What follows belongs to an exercise in optimizing a design on an open flow for small area, a short achievable clock period and few clock cycles per item; a production flow would make more cautious choices. At most, simulation tests tie the RTL to the original design; equivalence was not proved. Power is estimated from default activity; no workload was simulated.

==> flow/design.v <==
`timescale 1ns / 1ps
package ctt_pkg;
	localparam int SLOTW   = 4;
	localparam int TASKW   = 8;
	localparam int CNTW    = 16;
	localparam int SLOTINW = 3;
	localparam int STATW   = 2;
	typedef enum logic [1:0] {
		FUNC_TICK     = 2'd0,
		FUNC_ADD      = 2'd1,
		FUNC_DELETE   = 2'd2,
		FUNC_DISPATCH = 2'd3
	} func_t;
	typedef enum logic [STATW-1:0] {
		ST_OK    = 2'd0,
		ST_FULL  = 2'd1,
		ST_EMPTY = 2'd2
	} status_t;
	typedef struct packed {
		logic             valid;
		logic [TASKW-1:0] task_id;
		logic [CNTW-1:0]  delay;
		logic [CNTW-1:0]  period;
		logic             run;
	} slot_rec_t;
endpackage
`timescale 1ns / 1ps
module ctt_cell (
	input  logic               clk,
	input  logic               arst_n,
	input  logic               shift,
	input  ctt_pkg::slot_rec_t d,
	output ctt_pkg::slot_rec_t q
);
	ctt_pkg::slot_rec_t rec_q;
	always_ff @(posedge clk or negedge arst_n) begin
		if (!arst_n) begin
			rec_q <= '0;
		end else if (shift) begin
			rec_q <= d;
		end
	end
	assign q = rec_q;
endmodule
`timescale 1ns / 1ps
module cooperative_task_timer_table #(
	parameter int MAX_TASKS = 8
) (
	input  logic        clk,
	input  logic        arst_n,
	input  logic        s_tvalid,
	output logic        s_tready,
	input  logic [47:0] s_tdata,   
	input  logic [1:0]  s_tuser,   
	output logic        m_tvalid,
	input  logic        m_tready,
	output logic [15:0] m_tdata,   
	output logic [0:0]  m_tuser,   
	output logic        m_tlast
);
	localparam int N    = MAX_TASKS;
	localparam int TW   = ctt_pkg::TASKW;
	localparam int CW   = ctt_pkg::CNTW;
	localparam int NB   = CW / 4;                         
	localparam int SW   = ctt_pkg::SLOTW;
	localparam int BW   = SW + TW + ctt_pkg::STATW + 2;   
	logic [N-1:0]         valid_q;
	logic [N-1:0]         run_q;
	logic [N-1:0][TW-1:0] tid_q;
	logic [N-1:0][CW-1:0] ndly_q;    
	logic [N-1:0][CW-1:0] per_q;
	logic [N-1:0]         z_q;       
	logic                 disp_q;    
	logic                 m_v_q;
	logic [BW-1:0]        m_q;
	logic                 sk_v_q;
	logic [BW-1:0]        sk_q;
	logic                 nrdy_q;    
	logic                 out_free;   
	logic                 push;       
	logic                 disp_d;
	logic                 sk_v_d;
	logic                 acc;
	logic                 do_tick, do_add, do_del, do_disp;
	logic                 disp_go;
	logic [N-1:0]         due;
	logic [N-1:0]         add_sel;
	logic [N-1:0]         disp_sel;
	logic [N-1:0]         del_sel;
	logic [SW-1:0]        add_idx;
	logic [SW-1:0]        disp_idx;
	logic [TW-1:0]        disp_tid;
	logic                 any_free;
	logic                 any_due;
	logic                 more_due;
	logic [BW-1:0]        beat;
	logic                 in_z;      
	assign out_free = !m_v_q || m_tready;
	assign s_tready = !nrdy_q;
	assign acc      = s_tvalid && !nrdy_q;
	assign do_tick  = acc && (s_tuser == 2'd0);
	assign do_add   = acc && (s_tuser == 2'd1);
	assign do_del   = acc && (s_tuser == 2'd2);
	assign do_disp  = acc && (s_tuser == 2'd3);
	assign disp_go  = do_disp || (disp_q && !sk_v_q);
	assign push     = acc || (disp_q && !sk_v_q);
	assign due      = valid_q & run_q;
	assign in_z     = (s_tdata[23:8] == '0);
	always_comb begin
		add_sel  = '0;
		disp_sel = '0;
		add_idx  = SW'(N);
		disp_idx = '0;
		disp_tid = '0;
		any_free = 1'b0;
		any_due  = 1'b0;
		more_due = 1'b0;
		for (int i = N - 1; i >= 0; i--) begin
			if (!valid_q[i]) begin
				add_sel  = '0;
				add_sel[i] = 1'b1;
				add_idx  = SW'(i);
				any_free = 1'b1;
			end
		end
		for (int i = N - 1; i >= 0; i--) begin
			if (due[i]) begin
				more_due = any_due;
				disp_sel = '0;
				disp_sel[i] = 1'b1;
				disp_idx = SW'(i);
				disp_tid = tid_q[i];
				any_due  = 1'b1;
			end
		end
	end
	always_comb begin
		del_sel = '0;
		del_sel[s_tdata[42:40]] = 1'b1;
	end
	always_comb begin
		beat = {1'b1, 1'b0, ctt_pkg::ST_OK, TW'(0), SW'(0)};
		if (disp_q || s_tuser == 2'd3) begin
			if (any_due) beat = {!more_due, 1'b1, ctt_pkg::ST_OK, disp_tid, disp_idx};
		end else if (s_tuser == 2'd1) begin
			beat = {1'b1, 1'b0, any_free ? ctt_pkg::ST_OK : ctt_pkg::ST_FULL, TW'(0), add_idx};
		end else if (s_tuser == 2'd2) begin
			beat = {1'b1, 1'b0, valid_q[s_tdata[42:40]] ? ctt_pkg::ST_OK : ctt_pkg::ST_EMPTY,
			        TW'(0), SW'(s_tdata[42:40])};
		end
	end
	for (genvar i = 0; i < N; i++) begin : g_slot
		logic [CW-1:0] dly;         
		logic          zero;        
		logic          load;        
		logic          t_rl;        
		logic          t_dec;       
		logic          keep;        
		logic [CW-1:0] bor;         
		logic [CW-1:0] nxt;         
		logic          pzero;       
		logic          one;         
		assign dly   = ~ndly_q[i];
		assign zero  = z_q[i];
		assign pzero = (per_q[i] == '0);
		assign one   = (dly == CW'(1));
		assign load  = do_add && add_sel[i];
		assign t_rl  = do_tick && zero;
		assign t_dec = do_tick;
		assign keep  = !(t_rl || load);
		for (genvar j = 0; j < CW; j++) begin : g_bor
			assign bor[j] = (j == 0) ? 1'b1 : (dly[j > 0 ? j - 1 : 0 : 0] == '0);
		end
		assign nxt = dly ^ ({CW{t_dec}} & bor);
		always_ff @(posedge clk) begin
			ndly_q[i] <= ~(({CW{t_rl}} & per_q[i]) | ({CW{load}} & s_tdata[23:8]) |
			               ({CW{keep}} & nxt));
			z_q[i]    <= (t_rl && pzero) || (load && in_z) || (keep && (do_tick ? one : zero));
		end
		always_ff @(posedge clk or negedge arst_n) begin
			if (!arst_n) begin
				valid_q[i] <= 1'b0;
			end else if (load) begin
				valid_q[i] <= 1'b1;
			end else if ((do_del && del_sel[i]) || (disp_go && disp_sel[i] && pzero)) begin
				valid_q[i] <= 1'b0;
			end
		end
		always_ff @(posedge clk) begin
			if (t_rl) begin
				run_q[i] <= 1'b1;
			end
			if (load) begin
				tid_q[i] <= s_tdata[7:0];
				per_q[i] <= s_tdata[39:24];
				run_q[i] <= 1'b0;
			end
			if (disp_go && disp_sel[i]) begin
				run_q[i] <= 1'b0;
			end
		end
	end
	assign disp_d = disp_go ? more_due : disp_q;
	assign sk_v_d = !out_free && (sk_v_q || push);
	always_ff @(posedge clk or negedge arst_n) begin
		if (!arst_n) begin
			disp_q <= 1'b0;
			m_v_q  <= 1'b0;
			sk_v_q <= 1'b0;
			nrdy_q <= 1'b0;
		end else begin
			disp_q <= disp_d;
			if (out_free) begin
				m_v_q <= sk_v_q || push;
			end
			sk_v_q <= sk_v_d;
			nrdy_q <= disp_d || sk_v_d;
		end
	end
	always_ff @(posedge clk) begin
		m_q <= ({BW{out_free && sk_v_q}} & sk_q) | ({BW{out_free && !sk_v_q}} & beat) |
		       ({BW{!out_free}} & m_q);
		if (push) begin
			sk_q <= beat;
		end
	end
	assign m_tvalid   = m_v_q;
	assign m_tdata    = {2'b00, m_q[SW+TW+1:0]};
	assign m_tuser[0] = m_q[BW-2];
	assign m_tlast    = m_q[BW-1];
endmodule
==> flow/config.mk <==
export PLATFORM = sky130hd
export DESIGN_NAME = cooperative_task_timer_table
export DESIGN_NICKNAME = cooperative_task_timer_table
export VERILOG_FILES = /design/flow/design.v
export SDC_FILE = /design/flow/constraint.sdc
export NUM_CORES = 4
export LEC_CHECK = 0
export CAP_MARGIN = 20
export CORE_MARGIN = 2
export CORE_UTILIZATION = 40
export CTS_CLUSTER_DIAMETER = 100
export CTS_CLUSTER_SIZE = 24
export SETUP_SLACK_MARGIN = 1.7
export SLEW_MARGIN = 20
==> flow/constraint.sdc <==
create_clock -name core_clock -period 4.0 [get_ports {clk}]
set_input_delay 0.8000 -clock core_clock [delete_from_list [all_inputs] [get_ports {clk}]]
set_output_delay 0.8000 -clock core_clock [all_outputs]
set_load 0.01 [all_outputs]
run.sh (not shown) runs the stock make flow with config.mk's settings and CLKGATE_MAP_FILE= SYNTH_SCRIPT=/design/flow/synth_recipe.tcl, a recipe that flattens the netlist after the stock synthesis.
The first run produced a clean layout.
Change:
--- a/flow/design.v
+++ b/flow/design.v
@@ -69,7 +69,6 @@
 	logic [N-1:0][TW-1:0] tid_q;
 	logic [N-1:0][CW-1:0] ndly_q;    
 	logic [N-1:0][CW-1:0] per_q;
-	logic [N-1:0]         z_q;       
 	logic                 disp_q;    
 	logic                 m_v_q;
 	logic [BW-1:0]        m_q;
@@ -94,7 +93,6 @@
 	logic                 any_due;
 	logic                 more_due;
 	logic [BW-1:0]        beat;
-	logic                 in_z;      
 	assign out_free = !m_v_q || m_tready;
 	assign s_tready = !nrdy_q;
 	assign acc      = s_tvalid && !nrdy_q;
@@ -105,7 +103,6 @@
 	assign disp_go  = do_disp || (disp_q && !sk_v_q);
 	assign push     = acc || (disp_q && !sk_v_q);
 	assign due      = valid_q & run_q;
-	assign in_z     = (s_tdata[23:8] == '0);
 	always_comb begin
 		add_sel  = '0;
 		disp_sel = '0;
@@ -158,15 +155,11 @@
 		logic          keep;        
 		logic [CW-1:0] bor;         
 		logic [CW-1:0] nxt;         
-		logic          pzero;       
-		logic          one;         
 		assign dly   = ~ndly_q[i];
-		assign zero  = z_q[i];
-		assign pzero = (per_q[i] == '0);
-		assign one   = (dly == CW'(1));
+		assign zero  = (dly == '0);
 		assign load  = do_add && add_sel[i];
 		assign t_rl  = do_tick && zero;
-		assign t_dec = do_tick;
+		assign t_dec = do_tick && !zero;
 		assign keep  = !(t_rl || load);
 		for (genvar j = 0; j < CW; j++) begin : g_bor
 			assign bor[j] = (j == 0) ? 1'b1 : (dly[j > 0 ? j - 1 : 0 : 0] == '0);
@@ -175,14 +168,13 @@
 		always_ff @(posedge clk) begin
 			ndly_q[i] <= ~(({CW{t_rl}} & per_q[i]) | ({CW{load}} & s_tdata[23:8]) |
 			               ({CW{keep}} & nxt));
-			z_q[i]    <= (t_rl && pzero) || (load && in_z) || (keep && (do_tick ? one : zero));
 		end
 		always_ff @(posedge clk or negedge arst_n) begin
 			if (!arst_n) begin
 				valid_q[i] <= 1'b0;
 			end else if (load) begin
 				valid_q[i] <= 1'b1;
-			end else if ((do_del && del_sel[i]) || (disp_go && disp_sel[i] && pzero)) begin
+			end else if ((do_del && del_sel[i]) || (disp_go && disp_sel[i] && per_q[i] == '0)) begin
 				valid_q[i] <= 1'b0;
 			end
 		end
After rerunning:
- The changed run completed without violations
- clock power stays flat
- die area rose by 0.38%
- sequential power fell by about 0.9%
- worst setup slack loses 47 ps
- critical path depth decreases by 2
- fmax came out lower by about 2%
- wire length increases by about 0.9%
- power went down by about 1.7%
- area after synthesis rose by about 0.4%
- hold slack is better by 7.0 ps
Testbench counts after the change, summed over its fixed seeds: cycles 13,323, items 12,000.
Function not checked in the first run of this note: the RTL went through the layout flow alone.

re-timing with driven ports:
Ports are ideal in the flow. The routed layouts listed here were re-timed in OpenROAD.
Step 1, drivers: a clkbuf_16 drives clk and a buf_2 each remaining input, both assumed.
Step 2 also shifts input and output timing later by t, the mid clock arrival at the registers, as if the neighbouring blocks saw the same clock.
a / b / c = ideal / step 1 / step 2; a / b = the first two.
run	t, ns	setup WS [ns]	worst setup path at the end	clock arrival spread, ns
the first run	0.595	1.641 / 1.641 / 1.078	input to register	0.026 / 0.025
the second run	0.582	1.594 / 1.602 / 1.044	input to register	0.022 / 0.022
After both steps every run listed still meets setup and hold. The setup slack of the first run, which loses most, moves by 0.000 ns with the drivers and by -0.563 ns with both steps.
